Background: an optimization exercise with open tools, aiming at small area, a short achievable clock period and few clock cycles per item. Do not read the settings as production practice. RTL that was checked went through simulation tests only; none was proved equivalent to the original. No functional check of the RTL was part of runs 2 to 5. Power is estimated from default activity; no workload was simulated.

### flow/design.v
package htok_pkg;
  localparam logic [3:0] EV_TEXT        = 4'd0;
  localparam logic [3:0] EV_TEXT_END    = 4'd1;
  localparam logic [3:0] EV_START_BEGIN = 4'd2;
  localparam logic [3:0] EV_END_BEGIN   = 4'd3;
  localparam logic [3:0] EV_NAME        = 4'd4;
  localparam logic [3:0] EV_ANAME       = 4'd5;
  localparam logic [3:0] EV_AVALUE      = 4'd6;
  localparam logic [3:0] EV_ATTR_KEEP   = 4'd7;
  localparam logic [3:0] EV_ATTR_DROP   = 4'd8;
  localparam logic [3:0] EV_TAG_END     = 4'd9;
  localparam logic [3:0] EV_TAG_ABORT   = 4'd10;
  localparam logic [3:0] EV_COMMENT     = 4'd11;
  localparam logic [3:0] EV_COMMENT_END = 4'd12;
  localparam logic [3:0] EV_DOCTYPE     = 4'd13;
  localparam logic [3:0] EV_DOCTYPE_END = 4'd14;
endpackage
module html_markup_tokenizer_unit (
  input  logic        clk,
  input  logic        rst,
  input  logic        byte_valid,
  output logic        byte_stall,
  input  logic [8:0]  byte_item,    
  output logic        event_valid,
  input  logic        event_stall,
  output logic [13:0] event_item    
);
  localparam logic [4:0] S_DATA     = 5'd0;
  localparam logic [4:0] S_TAG_OPEN = 5'd1;
  localparam logic [4:0] S_TAG_NAME = 5'd2;
  localparam logic [4:0] S_END_OPEN = 5'd3;
  localparam logic [4:0] S_SELF_CL  = 5'd4;
  localparam logic [4:0] S_BA       = 5'd5;    
  localparam logic [4:0] S_ANAME    = 5'd6;
  localparam logic [4:0] S_AA       = 5'd7;    
  localparam logic [4:0] S_BAV      = 5'd8;    
  localparam logic [4:0] S_VDQ      = 5'd9;
  localparam logic [4:0] S_VSQ      = 5'd10;
  localparam logic [4:0] S_VUNQ     = 5'd11;
  localparam logic [4:0] S_AV       = 5'd12;   
  localparam logic [4:0] S_MARKUP   = 5'd13;
  localparam logic [4:0] S_COMMENT  = 5'd14;
  localparam logic [4:0] S_DOCTYPE  = 5'd15;
  localparam logic [4:0] S_R_FIN0   = 5'd16;   
  localparam logic [4:0] S_R_FIN1   = 5'd17;   
  localparam logic [4:0] S_R_ANAME  = 5'd18;   
  localparam logic [4:0] S_R_FLUSH  = 5'd19;   
  localparam logic [4:0] S_R_DASH   = 5'd20;   
  localparam logic [4:0] S_R_HELD   = 5'd21;   
  localparam logic [4:0] S_C_TAG     = 5'd24;  
  localparam logic [4:0] S_C_MARKUP  = 5'd25;  
  localparam logic [4:0] S_C_FLUSH   = 5'd26;
  localparam logic [4:0] S_C_DATA    = 5'd27;  
  localparam logic [4:0] S_C_COMMENT = 5'd28;  
  localparam logic [4:0] S_C_DOCTYPE = 5'd29;  
  logic [4:0] st;
  logic       tp;           
  logic       anp, avp;     
  logic [2:0] mc;           
  logic       md;           
  logic [5:0] mu;           
  logic [1:0] dash;         
  logic [3:0] hc;           
  logic [7:0][2:0] hs;      
  logic       started;      
  logic       ir_v, sk_v;
  logic [7:0] x, sk;
  logic       xl, skl;
  logic       out_free, go, consume;
  assign byte_stall = sk_v;
  assign out_free   = !event_valid || !event_stall;
  assign go         = ir_v && out_free;
  logic [7:0] xf;
  logic is_ws, is_al, is_lt, is_gt, is_sl, is_eq, is_dq, is_sq, is_bang, is_dash, is_nul;
  assign xf      = x | 8'h20;
  assign is_ws   = (x == 8'h20) || (x == 8'h09) || (x == 8'h0A) || (x == 8'h0C) || (x == 8'h0D);
  assign is_al   = (xf >= 8'h61) && (xf <= 8'h7A);
  assign is_lt   = (x == 8'h3C);
  assign is_gt   = (x == 8'h3E);
  assign is_sl   = (x == 8'h2F);
  assign is_eq   = (x == 8'h3D);
  assign is_dq   = (x == 8'h22);
  assign is_sq   = (x == 8'h27);
  assign is_bang = (x == 8'h21);
  assign is_dash = (x == 8'h2D);
  assign is_nul  = (x == 8'h00);
  function automatic logic [7:0] dt_char(input logic [2:0] i);
    case (i)
      3'd0:    dt_char = 8'h64;
      3'd1:    dt_char = 8'h6F;
      3'd2:    dt_char = 8'h63;
      3'd3:    dt_char = 8'h74;
      3'd4:    dt_char = 8'h79;
      3'd5:    dt_char = 8'h70;
      3'd6:    dt_char = 8'h65;
      default: dt_char = 8'h00;
    endcase
  endfunction
  logic [2:0] h_old;
  logic [7:0] h_old_b;
  always_comb begin
    case (hc)
      4'd1:    h_old = hs[0];
      4'd2:    h_old = hs[1];
      4'd3:    h_old = hs[2];
      4'd4:    h_old = hs[3];
      4'd5:    h_old = hs[4];
      4'd6:    h_old = hs[5];
      4'd7:    h_old = hs[6];
      default: h_old = hs[7];
    endcase
  end
  assign h_old_b = (h_old == 3'd0) ? 8'h20 : {5'b00001, h_old};
  logic [2:0] fpos;
  logic [7:0] f_byte;
  assign fpos = hc[2:0] - 3'd2;
  always_comb begin
    if (hc == 4'd1)  f_byte = 8'h21;
    else if (md)     f_byte = 8'h2D;
    else             f_byte = dt_char(fpos) & ~{2'b00, mu[fpos], 5'b00000};
  end
  logic [4:0] n_st;
  logic       n_tp, n_anp, n_avp, n_md, n_started, n_pend;
  logic       clos_empty;
  logic [2:0] n_mc;
  logic [5:0] n_mu;
  logic [1:0] n_dash;
  logic [3:0] n_hc;
  logic       h_push;
  logic       emit, esc, cont, more, finish;
  logic [3:0] ek;
  logic [7:0] eb;
  logic       do_fin, fin_sc, fin_store, do_an, an_store;
  logic       pending;
  logic       tag_state;
  assign pending = anp || avp;
  always_comb begin
    case (st)
      S_DATA:     clos_empty = is_lt;
      S_TAG_OPEN: clos_empty = is_sl;
      S_END_OPEN: clos_empty = !is_al;
      S_TAG_NAME: clos_empty = is_gt;
      S_SELF_CL:  clos_empty = is_gt;
      S_BA, S_ANAME, S_AA, S_BAV, S_VUNQ, S_AV: clos_empty = is_gt;
      S_COMMENT:  clos_empty = is_gt && dash == 2'd2;
      S_DOCTYPE:  clos_empty = is_gt;
      S_R_FIN0, S_R_FIN1: clos_empty = 1'b1;
      default:    clos_empty = 1'b0;
    endcase
  end
  always_comb begin
    n_st      = st;
    n_tp      = tp;
    n_anp     = anp;
    n_avp     = avp;
    n_mc      = mc;
    n_md      = md;
    n_mu      = mu;
    n_dash    = dash;
    n_hc      = hc;
    n_started = started;
    h_push    = 1'b0;
    emit      = 1'b0;
    ek        = htok_pkg::EV_TEXT;
    esc       = 1'b0;
    cont      = 1'b0;
    finish    = 1'b0;
    do_fin    = 1'b0;
    fin_sc    = 1'b0;
    fin_store = 1'b0;
    do_an     = 1'b0;
    an_store  = 1'b0;
      case (st)
        S_DATA: begin
          if (is_lt) begin
            if (tp) begin
              emit = 1'b1;
              ek   = htok_pkg::EV_TEXT_END;
            end
            n_tp = 1'b0;
            n_st = S_TAG_OPEN;
          end else begin
            emit = 1'b1;
            ek   = htok_pkg::EV_TEXT;
            n_tp = 1'b1;
          end
        end
        S_TAG_OPEN: begin
          if (is_sl) begin
            n_st = S_END_OPEN;
          end else if (is_al) begin
            n_anp = 1'b0;
            n_avp = 1'b0;
            emit  = 1'b1;
            ek    = htok_pkg::EV_START_BEGIN;
            n_st  = S_TAG_NAME;
          end else if (is_bang) begin
            n_mc = 3'd0;
            n_st = S_MARKUP;
          end else begin
            emit = 1'b1;
            ek   = htok_pkg::EV_TEXT;
            n_tp = 1'b1;
            n_st = S_DATA;
            cont = 1'b1;
          end
        end
        S_TAG_NAME: begin
          if (is_ws) begin
            n_st = S_BA;
          end else if (is_sl) begin
            n_st = S_SELF_CL;
          end else if (is_gt) begin
            do_fin = 1'b1;
          end else begin
            emit = 1'b1;
            ek   = htok_pkg::EV_NAME;
          end
        end
        S_END_OPEN: begin
          if (is_al) begin
            n_anp = 1'b0;
            n_avp = 1'b0;
            emit  = 1'b1;
            ek    = htok_pkg::EV_END_BEGIN;
            n_st  = S_TAG_NAME;
          end else begin
            n_st = S_DATA;
          end
        end
        S_SELF_CL, S_BA: begin
          if (st == S_SELF_CL && is_gt) begin
            do_fin = 1'b1;
            fin_sc = 1'b1;
          end else if (is_ws) begin
            n_st = S_BA;
          end else if (is_sl) begin
            n_st = S_SELF_CL;
          end else if (is_gt) begin
            do_fin    = 1'b1;
            fin_store = 1'b1;
          end else begin
            do_an = 1'b1;
          end
        end
        S_ANAME: begin
          if (is_ws) begin
            n_st = S_AA;
          end else if (is_sl) begin
            n_st = S_SELF_CL;
          end else if (is_gt) begin
            do_fin    = 1'b1;
            fin_store = 1'b1;
          end else if (is_eq) begin
            n_st = S_BAV;
          end else begin
            emit  = 1'b1;
            ek    = htok_pkg::EV_ANAME;
            n_anp = 1'b1;
          end
        end
        S_AA: begin
          if (is_ws) begin
            n_st = S_AA;
          end else if (is_sl) begin
            n_st = S_SELF_CL;
          end else if (is_eq) begin
            n_st = S_BAV;
          end else if (is_gt) begin
            do_fin    = 1'b1;
            fin_store = 1'b1;
          end else begin
            do_an    = 1'b1;
            an_store = 1'b1;
          end
        end
        S_BAV: begin
          if (is_ws) begin
            n_st = S_BAV;
          end else if (is_dq) begin
            n_st = S_VDQ;
          end else if (is_sq) begin
            n_st = S_VSQ;
          end else if (is_gt) begin
            do_fin    = 1'b1;
            fin_store = 1'b1;
          end else begin
            n_st = S_VUNQ;
            if (!is_nul) begin
              emit  = 1'b1;
              ek    = htok_pkg::EV_AVALUE;
              n_avp = 1'b1;
            end
          end
        end
        S_VDQ, S_VSQ: begin
          if ((st == S_VDQ) ? is_dq : is_sq) begin
            if (pending) begin
              emit = 1'b1;
              ek   = anp ? htok_pkg::EV_ATTR_KEEP : htok_pkg::EV_ATTR_DROP;
            end
            n_anp = 1'b0;
            n_avp = 1'b0;
            n_st  = S_AV;
          end else begin
            emit  = 1'b1;
            ek    = htok_pkg::EV_AVALUE;
            n_avp = 1'b1;
          end
        end
        S_VUNQ: begin
          if (is_ws) begin
            if (pending) begin
              emit = 1'b1;
              ek   = anp ? htok_pkg::EV_ATTR_KEEP : htok_pkg::EV_ATTR_DROP;
            end
            n_anp = 1'b0;
            n_avp = 1'b0;
            n_st  = S_AV;
          end else if (is_gt) begin
            do_fin    = 1'b1;
            fin_store = 1'b1;
          end else if (!is_nul) begin
            emit  = 1'b1;
            ek    = htok_pkg::EV_AVALUE;
            n_avp = 1'b1;
          end
        end
        S_AV: begin
          if (is_ws) begin
            n_st = S_BA;
          end else if (is_sl) begin
            n_st = S_SELF_CL;
          end else if (is_gt) begin
            do_fin = 1'b1;
          end else begin
            do_an = 1'b1;
          end
        end
        S_MARKUP: begin
          if (mc == 3'd0 && (is_dash || xf == 8'h64)) begin
            n_md    = is_dash;
            n_mu[0] = !x[5];
            n_mc    = 3'd1;
          end else if (mc != 3'd0 && md && is_dash) begin
            n_mc   = 3'd0;
            n_dash = 2'd0;
            n_st   = S_COMMENT;
          end else if (mc != 3'd0 && !md && xf == dt_char(mc)) begin
            if (mc == 3'd6) begin
              n_mc      = 3'd0;
              n_hc      = 4'd0;
              n_started = 1'b0;
              n_st      = S_DOCTYPE;
            end else begin
              n_mu[mc] = !x[5];
              n_mc     = mc + 3'd1;
            end
          end else begin
            emit = 1'b1;
            ek   = htok_pkg::EV_TEXT;
            n_st = S_R_FLUSH;
            n_hc = 4'd1;
            cont = 1'b1;
          end
        end
        S_R_FLUSH, S_C_FLUSH: begin
          emit = 1'b1;
          ek   = htok_pkg::EV_TEXT;
          cont = 1'b1;
          if (hc == {1'b0, mc} + 4'd1) begin
            n_st = (st == S_C_FLUSH) ? S_C_DATA : S_DATA;
            n_tp = 1'b1;
            n_hc = 4'd0;
            n_mc = 3'd0;
          end else begin
            n_hc = hc + 4'd1;
          end
        end
        S_COMMENT: begin
          if (is_dash) begin
            if (dash != 2'd2) begin
              n_dash = dash + 2'd1;
            end else begin
              emit = 1'b1;
              ek   = htok_pkg::EV_COMMENT;
            end
          end else if (is_gt && dash == 2'd2) begin
            emit   = 1'b1;
            ek     = htok_pkg::EV_COMMENT_END;
            n_dash = 2'd0;
            n_st   = S_DATA;
          end else if (dash != 2'd0) begin
            emit   = 1'b1;
            ek     = htok_pkg::EV_COMMENT;
            n_dash = dash - 2'd1;
            n_st   = S_R_DASH;
            cont   = 1'b1;
          end else begin
            emit = 1'b1;
            ek   = htok_pkg::EV_COMMENT;
          end
        end
        S_R_DASH: begin
          emit = 1'b1;
          ek   = htok_pkg::EV_COMMENT;
          if (dash != 2'd0) begin
            n_dash = dash - 2'd1;
            cont   = 1'b1;
          end else begin
            n_st = S_COMMENT;
          end
        end
        S_DOCTYPE: begin
          if (is_gt) begin
            emit      = 1'b1;
            ek        = htok_pkg::EV_DOCTYPE_END;
            n_hc      = 4'd0;
            n_started = 1'b0;
            n_st      = S_DATA;
          end else if (is_ws) begin
            if (started) begin
              h_push = 1'b1;
              if (hc == 4'd8) begin
                emit = 1'b1;
                ek   = htok_pkg::EV_DOCTYPE;
              end else begin
                n_hc = hc + 4'd1;
              end
            end
          end else if (hc != 4'd0) begin
            emit = 1'b1;
            ek   = htok_pkg::EV_DOCTYPE;
            n_hc = hc - 4'd1;
            n_st = S_R_HELD;
            cont = 1'b1;
          end else begin
            emit      = 1'b1;
            ek        = htok_pkg::EV_DOCTYPE;
            n_started = 1'b1;
          end
        end
        S_R_HELD: begin
          emit = 1'b1;
          ek   = htok_pkg::EV_DOCTYPE;
          if (hc != 4'd0) begin
            n_hc = hc - 4'd1;
            cont = 1'b1;
          end else begin
            n_started = 1'b1;
            n_st      = S_DOCTYPE;
          end
        end
        S_R_FIN0, S_R_FIN1: begin
          emit = 1'b1;
          ek   = htok_pkg::EV_TAG_END;
          esc  = (st == S_R_FIN1);
          n_st = S_DATA;
        end
        S_R_ANAME: begin
          emit  = 1'b1;
          ek    = htok_pkg::EV_ANAME;
          n_anp = 1'b1;
          n_st  = S_ANAME;
        end
        S_C_TAG: begin
          emit = 1'b1;
          if (pending) begin
            ek    = htok_pkg::EV_ATTR_DROP;
            n_anp = 1'b0;
            n_avp = 1'b0;
            cont  = 1'b1;
          end else begin
            ek   = htok_pkg::EV_TAG_ABORT;
            n_st = S_DATA;
          end
        end
        S_C_MARKUP: begin
          emit = 1'b1;
          ek   = htok_pkg::EV_TEXT;
          n_st = S_C_FLUSH;
          n_hc = 4'd1;
          cont = 1'b1;
        end
        S_C_COMMENT: begin
          emit = 1'b1;
          if (dash != 2'd0) begin
            ek     = htok_pkg::EV_COMMENT;
            n_dash = dash - 2'd1;
            cont   = 1'b1;
          end else begin
            ek   = htok_pkg::EV_COMMENT_END;
            n_st = S_DATA;
          end
        end
        S_C_DOCTYPE: begin
          emit      = 1'b1;
          ek        = htok_pkg::EV_DOCTYPE_END;
          n_st      = S_DATA;
          n_hc      = 4'd0;
          n_started = 1'b0;
        end
        S_C_DATA: begin
          emit = 1'b1;
          ek   = htok_pkg::EV_TEXT_END;
          n_tp = 1'b0;
          n_st = S_DATA;
        end
        default: begin
          n_st = S_DATA;
          cont = 1'b1;
        end
      endcase
      if (do_fin) begin
        emit  = 1'b1;
        n_anp = 1'b0;
        n_avp = 1'b0;
        if (pending) begin
          ek   = (fin_store && anp) ? htok_pkg::EV_ATTR_KEEP : htok_pkg::EV_ATTR_DROP;
          n_st = fin_sc ? S_R_FIN1 : S_R_FIN0;
          cont = 1'b1;
        end else begin
          ek   = htok_pkg::EV_TAG_END;
          esc  = fin_sc;
          n_st = S_DATA;
        end
      end
      if (do_an) begin
        n_anp = 1'b0;
        n_avp = 1'b0;
        if (pending) begin
          emit = 1'b1;
          ek   = (an_store && anp) ? htok_pkg::EV_ATTR_KEEP : htok_pkg::EV_ATTR_DROP;
          if (is_eq) begin
            n_st = S_BAV;
          end else begin
            n_st = S_R_ANAME;
            cont = 1'b1;
          end
        end else if (is_eq) begin
          n_st = S_BAV;
        end else begin
          emit  = 1'b1;
          ek    = htok_pkg::EV_ANAME;
          n_anp = 1'b1;
          n_st  = S_ANAME;
        end
      end
    more   = cont;
    n_pend = cont;
    if (!cont && xl && !(st[4] && st[3])) begin
      if (clos_empty) begin
        n_st = S_DATA;
      end else begin
        more   = 1'b1;
        n_pend = 1'b1;
        case (n_st)
          S_MARKUP:  n_st = S_C_MARKUP;
          S_COMMENT: n_st = S_C_COMMENT;
          S_DOCTYPE: n_st = S_C_DOCTYPE;
          S_DATA:    n_st = S_C_DATA;
          default:   n_st = S_C_TAG;
        endcase
      end
    end
  end
  logic [7:0] src;
  logic       byte_ev;
  always_comb begin
    case (st)
      S_TAG_OPEN:                      src = is_al ? x : 8'h3C;
      S_MARKUP, S_C_MARKUP:            src = 8'h3C;
      S_R_FLUSH, S_C_FLUSH:            src = f_byte;
      S_COMMENT, S_R_DASH, S_C_COMMENT: src = (dash != 2'd0) ? 8'h2D : x;
      S_DOCTYPE, S_R_HELD:             src = (hc != 4'd0) ? h_old_b : x;
      default:                         src = x;
    endcase
  end
  assign byte_ev = (ek == htok_pkg::EV_TEXT) || (ek == htok_pkg::EV_START_BEGIN) ||
                   (ek == htok_pkg::EV_END_BEGIN) || (ek == htok_pkg::EV_NAME) ||
                   (ek == htok_pkg::EV_ANAME) || (ek == htok_pkg::EV_AVALUE) ||
                   (ek == htok_pkg::EV_COMMENT) || (ek == htok_pkg::EV_DOCTYPE);
  assign eb = byte_ev ? src : 8'h00;
  assign consume = go && !n_pend;
  always_ff @(posedge clk) begin
    if (rst) begin
      st          <= S_DATA;
      tp          <= 1'b0;
      anp         <= 1'b0;
      avp         <= 1'b0;
      mc          <= 3'd0;
      dash        <= 2'd0;
      hc          <= 4'd0;
      started     <= 1'b0;
      ir_v        <= 1'b0;
      sk_v        <= 1'b0;
      event_valid <= 1'b0;
    end else begin
      if (go) begin
        st      <= n_st;
        tp      <= n_tp;
        anp     <= n_anp;
        avp     <= n_avp;
        mc      <= n_mc;
        dash    <= n_dash;
        hc      <= n_hc;
        started <= n_started;
      end
      if (!ir_v || consume) begin
        ir_v <= sk_v || byte_valid;
        sk_v <= 1'b0;
      end else if (byte_valid && !sk_v) begin
        sk_v <= 1'b1;
      end
      if (go && emit) begin
        event_valid <= 1'b1;
      end else if (!event_stall) begin
        event_valid <= 1'b0;
      end
    end
  end
  always_ff @(posedge clk) begin
    if (!ir_v || consume) begin
      x  <= sk_v ? sk : byte_item[8:1];
      xl <= sk_v ? skl : byte_item[0];
    end
    if (!sk_v) begin
      sk  <= byte_item[8:1];
      skl <= byte_item[0];
    end
    if (go) begin
      md <= n_md;
      mu <= n_mu;
      if (h_push) begin
        hs <= {hs[6:0], x[2:0]};
      end
    end
    if (go && emit) begin
      event_item <= {ek, eb, esc, !more};
    end
  end
endmodule
### flow/flow/run.sh
#!/bin/bash
set -euo pipefail
here=$PWD
sed "s|\$::env(SCRIPTS_DIR)/synth.tcl|$here/synth_custom.tcl|" synth_recipe.tcl > synth_recipe_custom.tcl
sed "s|^  log_cmd abc {\*}\$abc_args|  set abc_args [lreplace \$abc_args 1 1 $here/flow/area.abc]\n  log_cmd abc {*}\$abc_args|" \
  "$FLOW_HOME/scripts/synth.tcl" > synth_custom.tcl
grep -q "flow/area.abc" synth_custom.tcl
grep -q "synth_custom.tcl" synth_recipe_custom.tcl
bash standard.sh SYNTH_SCRIPT="$here/synth_recipe_custom.tcl" SETUP_SLACK_MARGIN=7.25 \
  "BUFFER_PORTS_ARGS=-buffer_cell sky130_fd_sc_hd__buf_2" finish > standard.log 2>&1
### flow/flow/area.abc
strash
ifraig
scorr
dc2
strash
&get -n
&st
&syn4
&dch -f
&nf -R 1000
&put
### flow/standard.sh
#!/bin/bash
# synth_recipe.tcl (not shown) runs the flow's synth.tcl, then flattens the netlist and writes it again
# the make line also repeats each setting of config.mk as NAME=value (left out here)
make -C /OpenROAD-flow-scripts/flow DESIGN_CONFIG=/design/flow/config.mk WORK_HOME=/design/flow/orfs CLKGATE_MAP_FILE= SYNTH_SCRIPT=/design/flow/synth_recipe.tcl "${@:-finish}"
### flow/config.mk
export PLATFORM = sky130hd
export DESIGN_NAME = html_markup_tokenizer_unit
export DESIGN_NICKNAME = html_markup_tokenizer_unit
export VERILOG_FILES = /design/flow/design.v
export SDC_FILE = /design/flow/constraint.sdc
export NUM_CORES = 4
export LEC_CHECK = 0
export CAP_MARGIN = 20
export CORE_MARGIN = 2
export CORE_UTILIZATION = 40
export CTS_BUF_LIST = sky130_fd_sc_hd__clkbuf_8
export SETUP_SLACK_MARGIN = 5
export SLEW_MARGIN = 20
### flow/constraint.sdc
create_clock -name core_clock -period 11.5 [get_ports {clk}]
set_input_delay 2.3000 -clock core_clock [delete_from_list [all_inputs] [get_ports {clk}]]
set_output_delay 2.3000 -clock core_clock [all_outputs]
set_load 0.01 [all_outputs]
==> run_results.csv, run 1 <==
group,metric,value,unit
setup_path,worstPathMaxFanout,12,
place,gp_congestion,1.025,
die,row_count,43,
hold_path,hp-class,"flip-flop to flip-flop",
routing,met1Wirelength,9126,um
logic_synthesis,synth-simple-area-share,29.97,%
grt,grt_pass1_vias,5593,
logic_synthesis,yosysWarnings,1,
clocking,clock_path_buffers,2,
routing,num_vias,5898,
routing,first_pass_iters,5,
job,maxCapViolCount,0,
outcome,outcome,"no timing/DRC/antenna violations",
logic_synthesis,synthArstFlopShare,0,%
logic_synthesis,synth-main-ff-cell,"edfxtp_1",
timing,setup_tns,0,ps
timing,finClkSkew,15.37,ps
logic_synthesis,synth_cell_types,57,
clocking,cts_buffers,9,
layout,insertedDiodeCount,0,
logic_synthesis,synth_nets,714,
logic_synthesis,avgSynthCellArea,8.126,um^2
logic_synthesis,synth_compound_area_share,21.39,%
clocking,clk_pin_slew,90,ps
layout,area_growth,13.24,%
setup_path,worstSetupEndpointType,"flip-flop",
die,die_x,122.0,um
routing,top_layer,"met4",
routing,dr.first_iter.drc_count,704,
clocking,clkLatencyLatePin,380,ps
timing,maxSlewHeadroom,40.15,%
grt,grt_first_pass_wirelength,32020,um
timing,worst_slack,7460,ps
power_and_ir_drop,peakVddDrop,0.00008345,V
logic_synthesis,yosysSeqAreaShare,39.87,%
place,port_buffers,28,
setup_path,start_kind,"flip-flop",
grt,grt_usage,28.49,%
setup_path,cp.arrival,4130,ps
logic_synthesis,synth-xor-area-share,1.728,%
layout,nets,766,
die,boundaryPins,29,
power_and_ir_drop,powerDensity,119.9,mW/mm^2
logic_synthesis,post_synth_main_area_contributors,"edfxtp_1, dfxtp_1, nor2_1, nand2_1, a21oi_1",
power_and_ir_drop,leakagePower,2.243,nW
clocking,clockRootBuffer,"clkbuf_8",
routing,dr_wl_met3,1840,um
routing,ant_nets,0,
grt,overflow,0,
setup_path,crit_type,"flip-flop to flip-flop",
layout,ff_latch_area,0.002228,mm^2
timing,fmax,247.5,MHz
place,preCtsSetupSlack,6676,ps
routing,viasPerCell,6.390,
timing,fin_hold_ws,451.2,ps
die,coreArea,0.01372,mm^2
timing,fin_crit_sh,35.13,%
routing,wl_per_cell,22.41,um
logic_synthesis,synth-edff-count,54,
grt,grt_max_degree,25,
die,die_h,122.0,um
logic_synthesis,synth_top_area_cell,"edfxtp_1",
place,hpwl,15610,um
logic_synthesis,synth_top_family_by_area,"simple AND/OR/NAND/NOR gates",
logic_synthesis,synth_top_area_share,29.09,%
logic_synthesis,syn_area,0.005574,mm^2
logic_synthesis,synth_fa_ha_area_share,3.367,%
clocking,cts_max_level,3,
clocking,hold_buffers,0,
clocking,cts_tree,"yes",
logic_synthesis,synthCells,686,
routing,wl_met2,9035,um
grt,antenna_found_initial,0,
timing,final-hold-violation-count,0,
timing,rsz0062_at_grt,"yes",
layout,multiInputGateArea,0.003344,mm^2
die,initial_utilization,40.63,%
routing,totalWireLength,20680,um
timing,tightest_slew,875.1,ps
layout,drive_gt1_share,9.690,%
layout,fill_cells,1393,
timing,drv_slew,0,
setup_path,crit_required,11590,ps
timing,finalCriticalPeriod,4040,ps
clocking,clock-sinks,84,
logic_synthesis,synth_mux_area_share,2.402,%
logic_synthesis,ys_ff_latch,84,
timing,finalSetupViolCount,0,
die,dieArea,0.01490,mm^2
routing,drc,0,
## path summary, 6_finish.rpt
| path | from | endpoint | slack, ps | cells past startpoint |
|---|---|---|---|---|
| min reg2reg | hs[4] | hs[7] | 450 | 0 |
| min | hs[4] | hs[7] | 450 | 0 |
| max | x[0] | event_item[5] | 7460 | 15 |
| max reg2reg | x[0] | event_item[5] | 7460 | 15 |
## power by group
| group | total [mW] | internal (mW) | switching [mW] |
|---|---|---|---|
| Combinational | 0.177 | 0.0571 | 0.120 |
| Sequential | 0.364 | 0.344 | 0.0195 |
| Clock | 0.216 | 0.101 | 0.115 |
| Total | 0.757 | 0.503 | 0.254 |
## cells by family after synthesis
family          after synthesis
fa+ha+maj                    15
mux                          11
buf+inv                      19
simple gates                361
flops                        84
compound gates              185
xor+xnor                     11
## synth_stat cells (all sizes together) (4+ instances only)
cell / n
xnor2: 5
nand4: 9
a221oi: 4
a21oi: 50
or3: 10
and3: 9
a32o: 5
nor2b: 7
nor3b: 4
clkinv: 19
a31oi: 17
nand3: 33
a32oi: 4
nand2: 87
a211oi: 9
nor3: 41
o2111ai: 5
dfxtp: 30
nor2: 118
o31ai: 5
and2: 13
mux2: 9
nand2b: 6
nor4: 12
ha: 15
a2111oi: 4
o21ai: 45
xor2: 6
or2: 7
edfxtp: 54
o211ai: 6
## placed cells by master, fill, tap and decap left out, types with 6 or more instances in the layout
master,instances
clkinv_1,20
nand2b_1,6
nand4_1,9
buf_2,28
nor4_1,12
mux2_1,9
o21ai_0,45
nand2_1,86
xor2_1,6
o211ai_1,6
and2_0,13
nand3_1,32
a31oi_1,16
ha_1,15
nor2b_1,7
edfxtp_1,54
or3_1,9
nor3_1,39
nor2_1,117
dfxtp_1,27
buf_4,12
a21oi_1,49
or2_0,7
clkbuf_8,9
a211oi_1,9
and3_1,7
## layout make-up
type                            instances  share of cell area [%]
Clock buffer                            9                   1.962
Clock inverter                          7                   1.229
Inverter                               19                   1.130
Multi-Input combinational cell        583                   52.98
Sequential cell                        84                   35.30
Tap cell                              180                   3.568
Timing Repair Buffer                   41                   3.826
## worst max-delay path: stages (launching register included)
cell and delay (ps):
edfxtp_1 670, nor2_1 100, xnor2_1 170, a32oi_1 270, buf_4 260, nand2_1 150
nor2_1 330, nand3_1 170, and2_0 240, nor2_1 350, nand2_1 140, nand2_1 140
or3_1 120, a21oi_1 70, nor3_2 460, a31oi_1 120
## stage by stage
stage / total power [mW] / cell area, um^2 / utilization, % / instances
global route: 0.7884 / 6312 / 46.01 / 923
detailed placement: 0.5345 / 6013 / 43.83 / 903
global placement: 0.5359 / 6013 / 43.83 / 903
finish: 0.7569 / 6312 / 46.01 / 923
floorplan: 0.4669 / 5574 / - / 686
CTS: 0.7531 / 6243 / 45.51 / 919
## sequential cells by signal, summed over array words and instances (netlist names)
signal	cells
xl	1
sk	8
event_item	14
dash	2
avp	1
event_valid	1
md	1
mc	3
sk_v	1
anp	1
hc	4
st	5
x	8
skl	1
hs	24
started	1
ir_v	1
tp	1
mu	6
## repair_timing
action | CTS | global route
endpoints found under the setup margin | 16 | 23
pin swaps | 0 | 1
gates resized for setup | 6 | 10
setup buffers | 0 | 3
## routing by layer
layer	track usage (%)	vias to the layer above
met5	0	-
met4	12.21	0
met3	7.116	46
met2	43.05	305
met1	38.70	2845
li1	-	2702
Testbench counts, summed over its fixed seeds: cycles 35,554, events 31,895.
==> inputs of run 2 (changes only) <==
--- a/flow/design.v
+++ b/flow/design.v
@@ -61,7 +61,8 @@
   logic [5:0] mu;           
   logic [1:0] dash;         
   logic [3:0] hc;           
-  logic [7:0][2:0] hs;      
+  logic [3:0][2:0] hh;      
+  logic [7:0][2:0] hs;
   logic       started;      
   logic       ir_v, sk_v;
   logic [7:0] x, sk;
@@ -96,6 +97,7 @@
       default: dt_char = 8'h00;
     endcase
   endfunction
+  assign hs = {hh, {md, dash}, mc, mu[5:3], mu[2:0]};
   logic [2:0] h_old;
   logic [7:0] h_old_b;
   always_comb begin
@@ -601,8 +603,13 @@
         tp      <= n_tp;
         anp     <= n_anp;
         avp     <= n_avp;
-        mc      <= n_mc;
-        dash    <= n_dash;
+        if (h_push) begin
+          mc   <= mu[5:3];
+          dash <= mc[1:0];
+        end else begin
+          mc   <= n_mc;
+          dash <= n_dash;
+        end
         hc      <= n_hc;
         started <= n_started;
       end
@@ -629,10 +636,13 @@
       skl <= byte_item[0];
     end
     if (go) begin
-      md <= n_md;
-      mu <= n_mu;
       if (h_push) begin
-        hs <= {hs[6:0], x[2:0]};
+        hh <= {hh[2:0], md, dash};
+        md <= mc[2];
+        mu <= {mu[2:0], x[2:0]};
+      end else begin
+        md <= n_md;
+        mu <= n_mu;
       end
     end
     if (go && emit) begin
--- a/flow/flow/run.sh
+++ b/flow/flow/run.sh
@@ -6,5 +6,5 @@
   "$FLOW_HOME/scripts/synth.tcl" > synth_custom.tcl
 grep -q "flow/area.abc" synth_custom.tcl
 grep -q "synth_custom.tcl" synth_recipe_custom.tcl
-bash standard.sh SYNTH_SCRIPT="$here/synth_recipe_custom.tcl" SETUP_SLACK_MARGIN=7.25 \
+bash standard.sh SYNTH_SCRIPT="$here/synth_recipe_custom.tcl" SETUP_SLACK_MARGIN=7.5 \
   "BUFFER_PORTS_ARGS=-buffer_cell sky130_fd_sc_hd__buf_2" finish > standard.log 2>&1
==> run_results.csv, run 2 <==
group,metric,value,unit
place,placed_cells,887,
layout,ff_latch_area,0.001873,mm^2
clocking,clock_path_buffers,2,
die,initial_utilization,40.46,%
routing,dr.first_iter.drc_count,942,
die,coreArea,0.01309,mm^2
clocking,clkLatencyLatePin,370,ps
setup_path,timing.critical_path.buf_inv,1,
timing,tightest_slew,1052,ps
layout,regMostFlops,"event_item",
layout,largestRegisters,"event_item (14), hh (12)",
logic_synthesis,yosysSeqAreaShare,35.17,%
routing,dr_wl_met3,2570,um
layout,layout_commonest_cell,"nand2_1",
die,dieArea,0.01417,mm^2
logic_synthesis,yosysMostFrequentCell,"nand2_1",
clocking,clk_pin_slew,80,ps
routing,first_pass_iters,6,
setup_path,worstSetupEndpointType,"flip-flop",
timing,worst_slack,7510,ps
clocking,cts_buffers,9,
layout,insertedDiodeCount,0,
clocking,clockRootBuffer,"clkbuf_8",
place,preCtsSetupSlack,6564,ps
timing,finalSetupViolCount,0,
setup_path,r2r_slack,7510,ps
layout,stdcell_area,0.006322,mm^2
layout,multiInputGateArea,0.003583,mm^2
timing,finClkSkew,13.86,ps
timing,fin_hold_ws,462.9,ps
clocking,cts_tree,"yes",
logic_synthesis,synthCells,674,
routing,met1Wirelength,9056,um
grt,grt_pass1_vias,5453,
setup_path,crit_required,11780,ps
routing,viasPerCell,6.577,
die,die_h,119.0,um
routing,wl_met2,9149,um
grt,grt_first_pass_wirelength,32500,um
layout,fin_util,48.32,%
grt,grt_max_degree,22,
die,row_count,42,
layout,nets,772,
setup_path,crit_family,"compound AO/OA/AOI/OAI gates",
power_and_ir_drop,powerDensity,116.8,mW/mm^2
layout,area_growth,19.43,%
power_and_ir_drop,p_total,738.2,uW
layout,fin_cells,925,
place,hpwl,16000,um
power_and_ir_drop,peakVddDrop,0.00009291,V
logic_synthesis,synthTopCellsByCount,"nand2_1, nor2_1, a21oi_1, edfxtp_1, nand3_1",
layout,final_cell_mix,"nand2_1, nor2_1, a21oi_1",
routing,drc,0,
routing,totalWireLength,21500,um
timing,fmax,250.6,MHz
logic_synthesis,ys_ff_latch,72,
logic_synthesis,synth_top_area_share,23.82,%
routing,ant_nets,0,
outcome,outcome,"no timing/DRC/antenna violations",
routing,num_vias,6084,
setup_path,reg2reg_depth,11,
timing,setup_tns,0,ps
setup_path,crit_type,"flip-flop to flip-flop",
layout,fill_cells,1291,
place,port_buffers,28,
timing,drv_slew,0,
logic_synthesis,avgSynthCellArea,7.854,um^2
grt,grt_usage,30.22,%
setup_path,start_kind,"flip-flop",
hold_path,hp-class,"flip-flop to flip-flop",
clocking,clock-sinks,72,
setup_path,cp.arrival,4270,ps
setup_path,worstPathMaxFanout,8,
setup_path,reg2reg_to,"st[1]",
place,gp_congestion,1.000,
timing,final-hold-violation-count,0,
layout,drive_gt1_share,15.75,%
logic_synthesis,post_synth_main_area_contributors,"edfxtp_1, dfxtp_1, nand2_1, nor2_1, a21oi_1",
layout,largest_reg_flops,14,
grt,antenna_found_initial,0,
logic_synthesis,synth_nets,702,
clocking,hold_buffers,0,
setup_path,worstSetupStartpoint,"mc[1]",
grt,overflow,0,
setup_path,worst-path-stages,11,
timing,fin_crit_sh,34.69,%
timing,rsz0062_at_grt,"yes",
die,boundaryPins,29,
die,die_x,119.0,um
power_and_ir_drop,leakagePower,2.265,nW
logic_synthesis,synth-main-ff-cell,"edfxtp_1",
routing,wl_per_cell,23.25,um
logic_synthesis,synthArstFlopShare,0,%
setup_path,reg2reg_from,"mc[1]",
routing,top_layer,"met4",
logic_synthesis,yosysWarnings,1,
setup_path,max_stage_delay,630,ps
logic_synthesis,syn_area,0.005294,mm^2
timing,maxSlewHeadroom,29.67,%
logic_synthesis,synth_cell_types,57,
job,maxCapViolCount,0,
logic_synthesis,synth_top_area_cell,"edfxtp_1",
setup_path,cp-endpoint,"st[1]",
logic_synthesis,synth-edff-count,42,
setup_path,crit_slowest_cell,"nor3_1",
setup_path,crit_chain,"clkinv_1 > ha_1 > xor2_1 > nor3_1 > o22ai_1 > nor4_1 > o31ai_1 > a21o_1 > o31ai_4 > a21oi_1 > a211oi_1",
timing,finalCriticalPeriod,3990,ps
place,postPlaceCellArea,0.005728,mm^2
clocking,cts_max_level,3,
-- run 2: cell types whose count changed after synthesis, sizes merged, moves of 6 or more --
| cell | before | now |
|---|---|---|
| nor2 | 118 | 97 |
| edfxtp | 54 | 42 |
| nand2 | 87 | 98 |
| nand3 | 33 | 40 |
| o21ai | 45 | 38 |
| and3 | 9 | 3 |
-- run 2: final cells by class --
| type | count | area share [%] |
|---|---|---|
| tap | 176 | 3.483 |
| timing repair buffer | 59 | 5.897 |
| clock inverter | 5 | 0.9499 |
| clock buffer | 11 | 2.395 |
| multi-input combinational | 586 | 56.68 |
| inverter | 16 | 0.9697 |
| sequential | 72 | 29.63 |
-- run 2: how the worst min path moves through the flow --
stage / start / to / slack [ps] / depth (start not counted)
2_1_floorplan: hh[0] / hh[3] / 420 / 0
3_3_place_gp: hh[0] / hh[3] / 430 / 0
3_5_place_dp: hh[0] / hh[3] / 440 / 0
4_1_cts: hh[6] / hh[9] / 470 / 0
5_1_grt: hh[3] / hh[6] / 480 / 0
6_report: sk[7] / sk[7] / 460 / 1
-- run 2: power breakdown --
group	switching, mW	internal (mW)
clock network	0.102	0.114
logic	0.135	0.0735
registers	0.0166	0.298
-- run 2: worst register-to-register path, cell delays in order (launching register included) --
cell      delay [ps]
dfxtp_2          440
clkinv_1         210
ha_1             460
xor2_1           190
nor3_1           630
o22ai_1          240
nor4_1           620
o31ai_1          240
a21o_1           300
o31ai_4          270
a21oi_1           80
a211oi_1         230
-- run 2: logic make-up (layout without fill, tap and decap cells) --
group                      after synthesis  in the layout  share of synthesized area (%)
DFF                                     72             72                          35.17
buffers and inverters                   16             91                          1.135
and+or+nand+nor                        351            351                          30.89
xor gates and xnor gates                 9              9                          1.489
adders and majority gates               15             15                          3.545
muxes                                   14             14                          3.120
AOI/OAI and AO/OA                      197            197                          24.65
-- run 2: repair_timing --
action,4_1_cts,5_1_grt
gates resized for setup,21,36
setup endpoints to repair,39,45
pin swaps,3,8
cloned,0,0
buffers inserted,5,17
-- run 2: per-layer routing --
layer | vias to the layer above | track usage, %
met5 | - | 0
met4 | 0 | 10.49
met3 | 63 | 9.914
met1 | 2876 | 42.78
li1 | 2738 | -
met2 | 407 | 42.96
==> inputs of run 3 (changes only) <==
--- a/flow/design.v
+++ b/flow/design.v
@@ -37,7 +37,7 @@
   localparam logic [4:0] S_VDQ      = 5'd9;
   localparam logic [4:0] S_VSQ      = 5'd10;
   localparam logic [4:0] S_VUNQ     = 5'd11;
-  localparam logic [4:0] S_AV       = 5'd12;   
+  localparam logic [4:0] S_TEXT     = 5'd12;   
   localparam logic [4:0] S_MARKUP   = 5'd13;
   localparam logic [4:0] S_COMMENT  = 5'd14;
   localparam logic [4:0] S_DOCTYPE  = 5'd15;
@@ -54,15 +54,13 @@
   localparam logic [4:0] S_C_COMMENT = 5'd28;  
   localparam logic [4:0] S_C_DOCTYPE = 5'd29;  
   logic [4:0] st;
-  logic       tp;           
   logic       anp, avp;     
   logic [2:0] mc;           
   logic       md;           
   logic [5:0] mu;           
   logic [1:0] dash;         
   logic [3:0] hc;           
-  logic [3:0][2:0] hh;      
-  logic [7:0][2:0] hs;
+  logic [7:0][2:0] hs;      
   logic       started;      
   logic       ir_v, sk_v;
   logic [7:0] x, sk;
@@ -97,7 +95,6 @@
       default: dt_char = 8'h00;
     endcase
   endfunction
-  assign hs = {hh, {md, dash}, mc, mu[5:3], mu[2:0]};
   logic [2:0] h_old;
   logic [7:0] h_old_b;
   always_comb begin
@@ -122,13 +119,11 @@
     else             f_byte = dt_char(fpos) & ~{2'b00, mu[fpos], 5'b00000};
   end
   logic [4:0] n_st;
-  logic       n_tp, n_anp, n_avp, n_md, n_started, n_pend;
+  logic       n_anp, n_avp, n_started, n_pend;
   logic       clos_empty;
   logic [2:0] n_mc;
-  logic [5:0] n_mu;
   logic [1:0] n_dash;
   logic [3:0] n_hc;
-  logic       h_push;
   logic       emit, esc, cont, more, finish;
   logic [3:0] ek;
   logic [7:0] eb;
@@ -138,12 +133,12 @@
   assign pending = anp || avp;
   always_comb begin
     case (st)
-      S_DATA:     clos_empty = is_lt;
+      S_DATA, S_TEXT: clos_empty = is_lt;
       S_TAG_OPEN: clos_empty = is_sl;
       S_END_OPEN: clos_empty = !is_al;
       S_TAG_NAME: clos_empty = is_gt;
       S_SELF_CL:  clos_empty = is_gt;
-      S_BA, S_ANAME, S_AA, S_BAV, S_VUNQ, S_AV: clos_empty = is_gt;
+      S_BA, S_ANAME, S_AA, S_BAV, S_VUNQ: clos_empty = is_gt;
       S_COMMENT:  clos_empty = is_gt && dash == 2'd2;
       S_DOCTYPE:  clos_empty = is_gt;
       S_R_FIN0, S_R_FIN1: clos_empty = 1'b1;
@@ -152,16 +147,12 @@
   end
   always_comb begin
     n_st      = st;
-    n_tp      = tp;
     n_anp     = anp;
     n_avp     = avp;
     n_mc      = mc;
-    n_md      = md;
-    n_mu      = mu;
     n_dash    = dash;
     n_hc      = hc;
     n_started = started;
-    h_push    = 1'b0;
     emit      = 1'b0;
     ek        = htok_pkg::EV_TEXT;
     esc       = 1'b0;
@@ -173,18 +164,17 @@
     do_an     = 1'b0;
     an_store  = 1'b0;
       case (st)
-        S_DATA: begin
+        S_DATA, S_TEXT: begin
           if (is_lt) begin
-            if (tp) begin
+            if (st == S_TEXT) begin
               emit = 1'b1;
               ek   = htok_pkg::EV_TEXT_END;
             end
-            n_tp = 1'b0;
             n_st = S_TAG_OPEN;
           end else begin
             emit = 1'b1;
             ek   = htok_pkg::EV_TEXT;
-            n_tp = 1'b1;
+            n_st = S_TEXT;
           end
         end
         S_TAG_OPEN: begin
@@ -202,8 +192,7 @@
           end else begin
             emit = 1'b1;
             ek   = htok_pkg::EV_TEXT;
-            n_tp = 1'b1;
-            n_st = S_DATA;
+            n_st = S_TEXT;
             cont = 1'b1;
           end
         end
@@ -303,7 +292,7 @@
             end
             n_anp = 1'b0;
             n_avp = 1'b0;
-            n_st  = S_AV;
+            n_st  = S_BA;
           end else begin
             emit  = 1'b1;
             ek    = htok_pkg::EV_AVALUE;
@@ -318,7 +307,7 @@
             end
             n_anp = 1'b0;
             n_avp = 1'b0;
-            n_st  = S_AV;
+            n_st  = S_BA;
           end else if (is_gt) begin
             do_fin    = 1'b1;
             fin_store = 1'b1;
@@ -328,21 +317,8 @@
             n_avp = 1'b1;
           end
         end
-        S_AV: begin
-          if (is_ws) begin
-            n_st = S_BA;
-          end else if (is_sl) begin
-            n_st = S_SELF_CL;
-          end else if (is_gt) begin
-            do_fin = 1'b1;
-          end else begin
-            do_an = 1'b1;
-          end
-        end
         S_MARKUP: begin
           if (mc == 3'd0 && (is_dash || xf == 8'h64)) begin
-            n_md    = is_dash;
-            n_mu[0] = !x[5];
             n_mc    = 3'd1;
           end else if (mc != 3'd0 && md && is_dash) begin
             n_mc   = 3'd0;
@@ -355,7 +331,6 @@
               n_started = 1'b0;
               n_st      = S_DOCTYPE;
             end else begin
-              n_mu[mc] = !x[5];
               n_mc     = mc + 3'd1;
             end
           end else begin
@@ -371,8 +346,7 @@
           ek   = htok_pkg::EV_TEXT;
           cont = 1'b1;
           if (hc == {1'b0, mc} + 4'd1) begin
-            n_st = (st == S_C_FLUSH) ? S_C_DATA : S_DATA;
-            n_tp = 1'b1;
+            n_st = (st == S_C_FLUSH) ? S_C_DATA : S_TEXT;
             n_hc = 4'd0;
             n_mc = 3'd0;
           end else begin
@@ -422,7 +396,6 @@
             n_st      = S_DATA;
           end else if (is_ws) begin
             if (started) begin
-              h_push = 1'b1;
               if (hc == 4'd8) begin
                 emit = 1'b1;
                 ek   = htok_pkg::EV_DOCTYPE;
@@ -505,7 +478,6 @@
         S_C_DATA: begin
           emit = 1'b1;
           ek   = htok_pkg::EV_TEXT_END;
-          n_tp = 1'b0;
           n_st = S_DATA;
         end
         default: begin
@@ -560,7 +532,7 @@
           S_MARKUP:  n_st = S_C_MARKUP;
           S_COMMENT: n_st = S_C_COMMENT;
           S_DOCTYPE: n_st = S_C_DOCTYPE;
-          S_DATA:    n_st = S_C_DATA;
+          S_TEXT:    n_st = S_C_DATA;
           default:   n_st = S_C_TAG;
         endcase
       end
@@ -587,7 +559,6 @@
   always_ff @(posedge clk) begin
     if (rst) begin
       st          <= S_DATA;
-      tp          <= 1'b0;
       anp         <= 1'b0;
       avp         <= 1'b0;
       mc          <= 3'd0;
@@ -600,16 +571,10 @@
     end else begin
       if (go) begin
         st      <= n_st;
-        tp      <= n_tp;
         anp     <= n_anp;
         avp     <= n_avp;
-        if (h_push) begin
-          mc   <= mu[5:3];
-          dash <= mc[1:0];
-        end else begin
-          mc   <= n_mc;
-          dash <= n_dash;
-        end
+        mc      <= n_mc;
+        dash    <= n_dash;
         hc      <= n_hc;
         started <= n_started;
       end
@@ -636,13 +601,14 @@
       skl <= byte_item[0];
     end
     if (go) begin
-      if (h_push) begin
-        hh <= {hh[2:0], md, dash};
-        md <= mc[2];
-        mu <= {mu[2:0], x[2:0]};
-      end else begin
-        md <= n_md;
-        mu <= n_mu;
+      if (st == S_MARKUP) begin
+        if (mc == 3'd0) begin
+          md <= is_dash;
+        end
+        mu[mc] <= !x[5];
+      end
+      if (st == S_DOCTYPE && is_ws) begin
+        hs <= {hs[6:0], x[2:0]};
       end
     end
     if (go && emit) begin
==> run_results.csv, run 3 <==
group,metric,value,unit
outcome,outcome,"no timing/DRC/antenna violations",
layout,regMostFlops,"hs",
logic_synthesis,synth-main-ff-cell,"edfxtp_1",
routing,drc,0,
die,coreArea,0.01335,mm^2
timing,finClkSkew,19.65,ps
die,die_x,121.3,um
logic_synthesis,synthTopCellsByCount,"nor2_1, nand2_1, edfxtp_1, a21oi_1, nand3_1",
grt,grt_usage,29.10,%
setup_path,crit_type,"flip-flop to flip-flop",
power_and_ir_drop,peakVddDrop,0.00009683,V
timing,fin_hold_ws,463.1,ps
routing,ant_nets,0,
grt,grt_pass1_vias,5574,
clocking,hold_buffers,0,
clocking,cts_buffers,9,
logic_synthesis,yosysMostFrequentCell,"nor2_1",
die,die_h,121.3,um
timing,worst_slack,7605,ps
die,dieArea,0.01471,mm^2
grt,grt_first_pass_wirelength,32290,um
logic_synthesis,ys_ff_latch,83,
timing,fin_crit_sh,33.87,%
layout,multiInputGateArea,0.003421,mm^2
timing,finalSetupViolCount,0,
logic_synthesis,post_synth_main_area_contributors,"edfxtp_1, dfxtp_1, nor2_1, nand2_1, a21oi_1",
setup_path,cp.arrival,4190,ps
timing,rsz0062_at_grt,"yes",
timing,setup_tns,0,ps
die,row_count,42,
routing,dr.first_iter.drc_count,669,
layout,drive_gt1_share,15.56,%
power_and_ir_drop,p_int,546.1,uW
grt,antenna_found_initial,1,
clocking,clk_pin_slew,100,ps
clocking,clock-sinks,83,
layout,largestRegisters,"hs (24), event_item (14)",
timing,drv_slew,0,
routing,totalWireLength,21060,um
clocking,clock_path_buffers,2,
place,port_buffers,28,
layout,largest_reg_flops,24,
power_and_ir_drop,swShare,36.91,%
grt,grt_max_degree,25,
place,hpwl,15590,um
logic_synthesis,syn_area,0.005504,mm^2
clocking,cts_max_level,3,
layout,ff_latch_area,0.002213,mm^2
die,initial_utilization,41.24,%
clocking,cts_tree,"yes",
power_and_ir_drop,p_sw,319.5,uW
timing,maxSlewHeadroom,26.01,%
timing,finalCriticalPeriod,3895,ps
power_and_ir_drop,leakagePower,2.393,nW
logic_synthesis,synth_cell_types,54,
setup_path,worstSetupEndpointType,"flip-flop",
logic_synthesis,synth_top_area_share,29.46,%
timing,final-hold-violation-count,0,
logic_synthesis,synth_nets,691,
logic_synthesis,synth-edff-count,54,
routing,num_vias,5935,
die,boundaryPins,29,
timing,tightest_slew,1106,ps
routing,first_pass_iters,5,
setup_path,worstPathMaxFanout,22,
power_and_ir_drop,powerDensity,132.6,mW/mm^2
logic_synthesis,yosysWarnings,1,
clocking,clkLatencyLatePin,380,ps
layout,insertedDiodeCount,0,
logic_synthesis,synthArstFlopShare,0,%
layout,final_cell_mix,"nor2_1, nand2_1, edfxtp_1",
grt,overflow,0,
job,maxCapViolCount,0,
timing,fmax,256.7,MHz
setup_path,crit_required,11800,ps
layout,area_growth,18.62,%
power_and_ir_drop,comb_power_share,31.2,%
power_and_ir_drop,clkPwrFrac,25.8,%
routing,viasPerCell,6.486,
power_and_ir_drop,p_seq_share,43.1,%
routing,wl_per_cell,23.02,um
place,preCtsSetupSlack,6573,ps
logic_synthesis,avgSynthCellArea,8.339,um^2
logic_synthesis,yosysSeqAreaShare,40.01,%
clocking,clockRootBuffer,"clkbuf_8",
layout,layout_commonest_cell,"nor2_1",
place,gp_congestion,1.001,
layout,fill_cells,1325,
hold_path,hp-class,"flip-flop to flip-flop",
setup_path,start_kind,"flip-flop",
logic_synthesis,synthCells,660,
logic_synthesis,synth_top_area_cell,"edfxtp_1",
layout,nets,765,
## run 3: cell types whose count changed in the layout (fill, tap and decap cells not counted), moves of 5 or more
cell      delta
a211oi_1     +6
a311oi_1     -5
a31oi_1      +9
a41oi_1      -7
edfxtp_1    +12
nand2_1     -11
o22ai_1      -7
or3_1        -6
## run 3: cell families (layout without fill, tap and decap cells)
group | after synthesis | count (layout) | synth area share [%]
AND/OR/NAND/NOR | 334 | 334 | 28.42
AO/OA/AOI/OAI | 188 | 188 | 22.30
flip-flops | 83 | 83 | 40.01
adder cells (fa/ha/maj) | 18 | 18 | 4.092
buffers and inverters | 16 | 95 | 1.091
multiplexers | 13 | 13 | 2.819
XOR/XNOR | 8 | 8 | 1.273
## run 3: worst max-delay path, cell delays in order (launching register included)
cell and delay [ps]:
dfxtp_1 330, buf_4 280, nand2_1 330, nor2_1 550, nand2_1 300, o21ai_0 160
buf_4 190, and2_0 210, a21o_1 200, nor3_1 80, nand4_1 180, a21oi_1 100
o21ai_0 380, nor2_1 110, nor3_1 160, o21ai_0 100, a21oi_1 140
## run 3: layout make-up
type | count | area share (%)
Multi-Input combinational cell | 561 | 52.40
Sequential cell | 83 | 33.90
Timing Repair Buffer | 63 | 6.286
Tap cell | 176 | 3.373
Clock buffer | 9 | 1.897
Clock inverter | 7 | 1.207
Inverter | 16 | 0.9391
## run 3: power groups by stage
stage               registers, mW  logic [mW]  clock network [mW]
finish                      0.373       0.270               0.223
global route                0.375       0.289               0.236
global placement            0.385       0.225                   0
CTS                         0.374       0.245               0.229
floorplan                   0.382       0.132                   0
detailed placement          0.384       0.221                   0
## run 3: worst paths after layout
| kind | startpoint | endpoint | cells past startpoint | slack, ps |
|---|---|---|---|---|
| worst max-delay path | st[4] | st[2] | 16 | 7600 |
| worst min-delay path | hs[1] | hs[4] | 0 | 460 |
| worst max register to register | st[4] | st[2] | 16 | 7600 |
| worst min register to register | hs[1] | hs[4] | 0 | 460 |
## run 3: routing by layer
layer,GRT usage [%],wire (um),up-vias
met2,42.17,9091,326
met5,0,10,-
met1,41.69,9329,2865
met4,10.27,635,2
met3,7.660,1995,54
li1,-,-,2688
## run 3: metrics by stage
step | area, um^2 | utilization [%] | total power [mW] | cells
2_1_floorplan | 5509 | - | 0.5139 | 660
3_3_place_gp | 5934 | 44.46 | 0.6099 | 871
3_5_place_dp | 5934 | 44.46 | 0.6053 | 871
4_1_cts | 6331 | 47.43 | 0.8470 | 897
5_1_grt | 6529 | 48.91 | 0.9000 | 915
6_report | 6529 | 48.91 | 0.8657 | 915
## run 3: timing repair
item | 4_1_cts | 5_1_grt
pin swaps | 1 | 7
setup buffers | 10 | 17
setup endpoints to repair | 42 | 45
resized for setup | 25 | 18
hold endpoints to repair | 0 | 0
==> inputs of run 4 (changes only) <==
--- a/flow/design.v
+++ b/flow/design.v
@@ -611,7 +611,7 @@
         hs <= {hs[6:0], x[2:0]};
       end
     end
-    if (go && emit) begin
+    if (out_free) begin
       event_item <= {ek, eb, esc, !more};
     end
   end
==> run_results.csv, run 4 <==
group,metric,value,unit
outcome,outcome,"no timing/DRC/antenna violations",
timing,maxSlewHeadroom,43.21,%
routing,viasPerCell,6.331,
routing,first_pass_iters,6,
timing,drv_slew,0,
setup_path,worstPathMaxFanout,18,
logic_synthesis,synth-edff-count,54,
place,port_buffers,28,
timing,rsz0062_at_grt,"yes",
logic_synthesis,synth_top_area_share,29.63,%
timing,fin_crit_sh,33.61,%
grt,antenna_found_initial,0,
layout,layout_commonest_cell,"nand2_1",
power_and_ir_drop,powerDensity,135.1,mW/mm^2
timing,tightest_slew,848.7,ps
power_and_ir_drop,peakVddDrop,0.00008873,V
logic_synthesis,synth_cell_types,51,
timing,finalCriticalPeriod,3865,ps
logic_synthesis,yosysMostFrequentCell,"nand2_1",
setup_path,crit_required,11700,ps
logic_synthesis,avgSynthCellArea,8.168,um^2
layout,largestRegisters,"hs (24), event_item (14)",
clocking,cts_max_level,3,
die,die_h,121.0,um
logic_synthesis,synthTopCellsByCount,"nand2_1, nor2_1, edfxtp_1, o21ai_0, a21oi_1",
logic_synthesis,synth_nets,701,
grt,grt_first_pass_wirelength,28840,um
grt,grt_pass1_vias,5318,
setup_path,r2r_slack,7640,ps
place,gp_congestion,1.038,
die,initial_utilization,41.16,%
power_and_ir_drop,leakagePower,2.378,nW
power_and_ir_drop,p_total,858.0,uW
place,placed_cells,880,
routing,wl_per_cell,20.37,um
routing,drc,0,
routing,totalWireLength,18590,um
clocking,clockRootBuffer,"clkbuf_8",
setup_path,reg2reg_from,"st[1]",
clocking,cts_tree,"yes",
logic_synthesis,syn_area,0.005473,mm^2
timing,setup_tns,0,ps
layout,fin_cells,913,
die,die_x,121.0,um
layout,insertedDiodeCount,0,
timing,final-hold-violation-count,0,
layout,nets,763,
job,maxCapViolCount,0,
hold_path,holdPathEnd,"hs[6]",
logic_synthesis,yosysSeqAreaShare,40.24,%
logic_synthesis,synth_top_area_cell,"edfxtp_1",
timing,finalSetupViolCount,0,
die,boundaryPins,29,
clocking,clkLatencyLatePin,400,ps
logic_synthesis,synthCells,670,
grt,grt_usage,25.67,%
hold_path,hp-class,"flip-flop to flip-flop",
logic_synthesis,synthArstFlopShare,0,%
logic_synthesis,yosysWarnings,1,
die,coreArea,0.01330,mm^2
layout,final_cell_mix,"nand2_1, nor2_1, edfxtp_1",
die,row_count,42,
setup_path,start_kind,"flip-flop",
timing,fmax,258.8,MHz
place,hpwl,13590,um
logic_synthesis,synth-main-ff-cell,"edfxtp_1",
setup_path,crit_type,"flip-flop to flip-flop",
layout,regMostFlops,"hs",
clocking,clock-sinks,83,
grt,overflow,0,
setup_path,cp.arrival,4060,ps
layout,largest_reg_flops,24,
clocking,cts_buffers,9,
timing,finClkSkew,28.21,ps
routing,ant_nets,0,
hold_path,hold_depth,0,
logic_synthesis,ys_ff_latch,83,
clocking,clock_path_buffers,2,
layout,fin_util,47.75,%
layout,area_growth,16.00,%
die,dieArea,0.01463,mm^2
setup_path,worstSetupEndpointType,"flip-flop",
logic_synthesis,post_synth_main_area_contributors,"edfxtp_1, dfxtp_1, nand2_1, nor2_1, o21ai_0",
hold_path,holdCritStartpoint,"hs[3]",
layout,drive_gt1_share,13.03,%
clocking,clk_pin_slew,110,ps
grt,grt_max_degree,26,
routing,dr.first_iter.drc_count,992,
setup_path,reg2reg_depth,12,
routing,num_vias,5780,
setup_path,reg2reg_to,"event_item[9]",
[run 4: metal layers]
layer / vias to the layer above / global-route usage, % / routed length, um
met2: 396 / 37.01 / 7910
met3: 68 / 7.707 / 2151
met5: - / 0 / 0
met1: 2676 / 35.12 / 7791
met4: 0 / 11.99 / 740
li1: 2640 / - / -
[run 4: power by group]
group / total, mW / switching (mW) / internal, mW / leakage, nW
Sequential: 0.375 / 0.0203 / 0.355 / 0.756
Combinational: 0.259 / 0.168 / 0.0908 / 1.52
Clock: 0.224 / 0.122 / 0.102 / 0.0992
[run 4: final cells by class]
| class | instances | area, um^2 |
|---|---|---|
| inverter | 19 | 71.32 |
| multi-input combinational | 569 | 3339 |
| clock buffer | 9 | 123.9 |
| fill | 1282 | 6947 |
| clock inverter | 7 | 77.57 |
| sequential | 83 | 2211 |
| tap | 176 | 220.2 |
| timing repair buffer | 50 | 305.3 |
[run 4: kinds of logic (layout without fill, tap and decap cells)]
| logic type | count (synthesis) | count (layout) | synth area share [%] |
|---|---|---|---|
| compound gates | 175 | 175 | 20.42 |
| xor+xnor | 11 | 11 | 1.760 |
| fa+ha+maj | 18 | 18 | 4.115 |
| buf+inv | 19 | 85 | 1.303 |
| flops | 83 | 83 | 40.24 |
| mux | 11 | 11 | 2.446 |
| simple gates | 353 | 354 | 29.72 |
[run 4: worst max-delay path, stage by stage, from the launching register on]
cell and delay, ps:
dfxtp_2 590, xor2_1 520, nor2_1 170, o21ai_0 640, nand2_1 180, o31ai_1 260, o211ai_1 230, nor3_1 180
nor2_1 60, o21ai_1 200, a21oi_4 90, nor2b_2 240, and2_0 290
[run 4: stage by stage]
step	instance area (um^2)	setup WS (ps)	hold slack [ps]
finish	6349	7635	472.8
global route	6349	7418	474.6
CTS	6166	7358	468.4
detailed placement	5889	6725	443.5
global placement	5889	6852	425.9
floorplan	5484	7516	418.0
[run 4: worst max-delay path by stage]
stage	start	endpoint	slack, ps
after floorplan	event_stall	hs[0]	7520
after global placement	event_stall	hs[9]	6850
after detailed placement	x[2]	x[2]	6730
after CTS	mc[0]	x[3]	7360
after global routing	mc[0]	sk_v	7420
final	st[1]	event_item[9]	7640
[run 4: timing repair]
item | CTS | global route
endpoints found under the setup margin | 54 | 29
gates cloned | 1 | 0
gates resized for setup | 16 | 26
buffers inserted | 2 | 14
pin swaps | 1 | 7
hold buffers | 0 | 0
==> inputs of run 5 (changes only) <==
--- a/flow/design.v
+++ b/flow/design.v
@@ -611,7 +611,7 @@
         hs <= {hs[6:0], x[2:0]};
       end
     end
-    if (out_free) begin
+    if (go && emit) begin
       event_item <= {ek, eb, esc, !more};
     end
   end
--- a/flow/flow/run.sh
+++ b/flow/flow/run.sh
@@ -6,5 +6,5 @@
   "$FLOW_HOME/scripts/synth.tcl" > synth_custom.tcl
 grep -q "flow/area.abc" synth_custom.tcl
 grep -q "synth_custom.tcl" synth_recipe_custom.tcl
-bash standard.sh SYNTH_SCRIPT="$here/synth_recipe_custom.tcl" SETUP_SLACK_MARGIN=7.5 \
+bash standard.sh SYNTH_SCRIPT="$here/synth_recipe_custom.tcl" SETUP_SLACK_MARGIN=7.0 \
   "BUFFER_PORTS_ARGS=-buffer_cell sky130_fd_sc_hd__buf_2" finish > standard.log 2>&1
==> run_results.csv, run 5 <==
group,metric,value,unit
setup_path,crit_family,"simple AND/OR/NAND/NOR gates",
clocking,clockRootBuffer,"clkbuf_8",
die,row_count,42,
routing,first_pass_iters,5,
power_and_ir_drop,peakVddDrop,0.00009672,V
layout,nets,741,
power_and_ir_drop,p_sw,312.0,uW
setup_path,timing.critical_path.buf_inv,1,
place,postPlaceCellArea,0.005934,mm^2
timing,tightest_slew,1110,ps
clocking,cts_buffers,9,
logic_synthesis,synth_nets,691,
layout,layout_commonest_cell,"nor2_1",
logic_synthesis,post_synth_main_area_contributors,"edfxtp_1, dfxtp_1, nor2_1, nand2_1, a21oi_1",
logic_synthesis,synthTopCellsByCount,"nor2_1, nand2_1, edfxtp_1, a21oi_1, nand3_1",
layout,stdcell_area,0.006292,mm^2
routing,num_vias,5811,
layout,drive_gt1_share,10.63,%
hold_path,hold_depth,0,
setup_path,r2r_slack,7270,ps
routing,drc,0,
clocking,clock_path_buffers,2,
die,die_x,121.3,um
setup_path,cp.arrival,4280,ps
logic_synthesis,yosysMostFrequentCell,"nor2_1",
setup_path,crit_top_cell,"nand2_1",
setup_path,crit_chain,"nor2_1 > xnor2_1 > a32oi_1 > buf_4 > nand2b_1 > nor3_1 > a32o_1 > nand2_1 > a21oi_1 > nor4_4 > nand3_2 > nor3_2 > nor2b_1 > nand2_1 > nand2_2",
logic_synthesis,synth-edff-count,54,
die,boundaryPins,29,
hold_path,holdCritStartpoint,"hs[1]",
timing,rsz0062_at_grt,"no",
job,maxCapViolCount,0,
grt,grt_max_degree,25,
grt,antenna_found_initial,1,
layout,largest_reg_flops,24,
timing,setup_tns,0,ps
setup_path,reg2reg_depth,15,
timing,fin_crit_sh,36.76,%
logic_synthesis,avgSynthCellArea,8.339,um^2
routing,ant_nets,0,
setup_path,reg2reg_to,"x[2]",
setup_path,worstPathMaxFanout,16,
timing,fmax,236.6,MHz
logic_synthesis,yosysWarnings,1,
clocking,cts_tree,"yes",
logic_synthesis,synth_top_area_cell,"edfxtp_1",
logic_synthesis,yosysSeqAreaShare,40.01,%
layout,regMostFlops,"hs",
clocking,clkLatencyLatePin,380,ps
layout,largestRegisters,"hs (24), event_item (14)",
setup_path,reg2reg_from,"x[0]",
clocking,clock-sinks,83,
clocking,cts_max_level,3,
layout,area_growth,14.32,%
die,die_h,121.3,um
place,port_buffers,28,
power_and_ir_drop,swShare,37.14,%
place,gp_congestion,1.001,
logic_synthesis,ys_ff_latch,83,
setup_path,crit_slowest_cell,"edfxtp_1",
grt,overflow,0,
power_and_ir_drop,leakagePower,2.262,nW
hold_path,hp-class,"flip-flop to flip-flop",
timing,final-hold-violation-count,0,
logic_synthesis,synth_top_area_share,29.46,%
grt,grt_usage,28.73,%
clocking,hold_buffers,0,
die,dieArea,0.01471,mm^2
hold_path,holdPathEnd,"hs[4]",
layout,final_cell_mix,"nor2_1, nand2_1, edfxtp_1",
timing,finalCriticalPeriod,4227,ps
logic_synthesis,synth_cell_types,54,
routing,totalWireLength,20710,um
outcome,outcome,"no timing/DRC/antenna violations",
setup_path,worstSetupEndpointType,"flip-flop",
logic_synthesis,synthArstFlopShare,0,%
timing,maxSlewHeadroom,25.77,%
setup_path,crit_required,11560,ps
setup_path,start_kind,"flip-flop",
die,initial_utilization,41.24,%
timing,finClkSkew,18.52,ps
routing,viasPerCell,6.522,
power_and_ir_drop,powerDensity,133.5,mW/mm^2
logic_synthesis,synth-main-ff-cell,"edfxtp_1",
timing,drv_slew,0,
grt,grt_first_pass_wirelength,31840,um
logic_synthesis,synthCells,660,
timing,finalSetupViolCount,0,
routing,dr.first_iter.drc_count,753,
clocking,clk_pin_slew,100,ps
power_and_ir_drop,p_int,528.1,uW
setup_path,crit_type,"flip-flop to flip-flop",
die,coreArea,0.01335,mm^2
routing,wl_per_cell,23.25,um
grt,grt_pass1_vias,5444,
setup_path,max_stage_delay,780,ps
logic_synthesis,syn_area,0.005504,mm^2
power_and_ir_drop,p_seq_share,45.3,%
place,hpwl,15590,um
layout,insertedDiodeCount,0,
power_and_ir_drop,clkPwrFrac,26.4,%
power_and_ir_drop,comb_power_share,28.2,%
==> run 5: cell types whose count changed after synthesis, sizes merged, moves of 9 or more <==
cell	before	now
o21ai	51	39
a211oi	7	16
a31oi	12	23
nand2	103	85
==> run 5: cell families after synthesis <==
| logic type | Yosys count | share of synthesized area, % |
|---|---|---|
| XOR/XNOR | 8 | 1.273 |
| flip-flops | 83 | 40.01 |
| multiplexers | 13 | 2.819 |
| adder cells (fa/ha/maj) | 18 | 4.092 |
| AND/OR/NAND/NOR | 334 | 28.42 |
| AO/OA/AOI/OAI | 188 | 22.30 |
| buffers and inverters | 16 | 1.091 |
==> run 5: what timing repair did <==
action / in CTS / in global routing
setup buffers: 0 / 3
endpoints found under the setup margin: 24 / 24
pin swaps: 0 / 0
hold endpoints to repair: 0 / 0
gates resized for setup: 9 / 15
==> run 5: how the worst max path moves through the flow <==
stage                 from             to  slack, ps  cells after the start
3_5_place_dp          x[2]           x[5]       6570                     13
3_3_place_gp          x[5]  event_item[9]       6770                     14
2_1_floorplan  event_stall          hs[0]       7500                      3
5_1_grt              mc[2]           sk_v       7020                     16
4_1_cts              mc[1]           sk_v       7090                     17
6_report              x[0]           x[2]       7270                     15
==> run 5: through the flow <==
step / hold WS [ps] / power (mW) / util [%] / instances / worst slack [ps]
floorplan: 418.0 / 0.5139 / - / 660 / 7502
global placement: 433.8 / 0.6099 / 44.46 / 871 / 6770
detailed placement: 436.2 / 0.6053 / 44.46 / 871 / 6573
CTS: 460.8 / 0.8312 / 46.28 / 887 / 7087
global route: 476.0 / 0.8745 / 47.14 / 891 / 7016
finish: 463.1 / 0.8401 / 47.14 / 891 / 7273
==> run 5: area by class of cell <==
| cell class | instances | area [um^2] |
|---|---|---|
| Timing Repair Buffer | 39 | 230.2 |
| Tap cell | 176 | 220.2 |
| Fill cell | 1342 | 7056 |
| Clock inverter | 7 | 78.83 |
| Multi-Input combinational cell | 561 | 3371 |
| Clock buffer | 9 | 123.9 |
| Inverter | 16 | 61.31 |
| Sequential cell | 83 | 2207 |
==> run 5: worst register-to-register path, cell delays in order (launching register included) <==
cell and delay [ps]:
edfxtp_1 780, nor2_1 140, xnor2_1 150, a32oi_1 220, buf_4 250, nand2b_1 210
nor3_1 500, a32o_1 360, nand2_1 170, a21oi_1 350, nor4_4 100, nand3_2 150
nor3_2 80, nor2b_1 160, nand2_1 80, nand2_2 210
==> run 5: per-layer routing <==
layer / global-route usage [%] / part of all wire [%] / vias up / wire (um)
li1: - / - / 2646 / -
met1: 41.63 / 46 / 2817 / 9485
met2: 41.61 / 43 / 296 / 8943
met3: 7.049 / 8.6 / 50 / 1775
met4: 9.842 / 2.4 / 2 / 499
met5: 0 / 0.048 / - / 10
==> run 5: power groups by stage <==
stage	combinational [mW]	clock (mW)	sequential [mW]
after floorplan	0.132	0	0.382
after global placement	0.225	0	0.385
after detailed placement	0.221	0	0.384
after CTS	0.224	0.229	0.379
after global routing	0.255	0.237	0.383
final	0.237	0.222	0.381

Check on run 5: ideal ports give 7.273 ns setup slack; a clkbuf_16 on the clock port and buf_2 on the inputs give 7.273 ns; moving port delays by the midpoint clock arrival (0.405 ns) as well gives 6.984 ns.
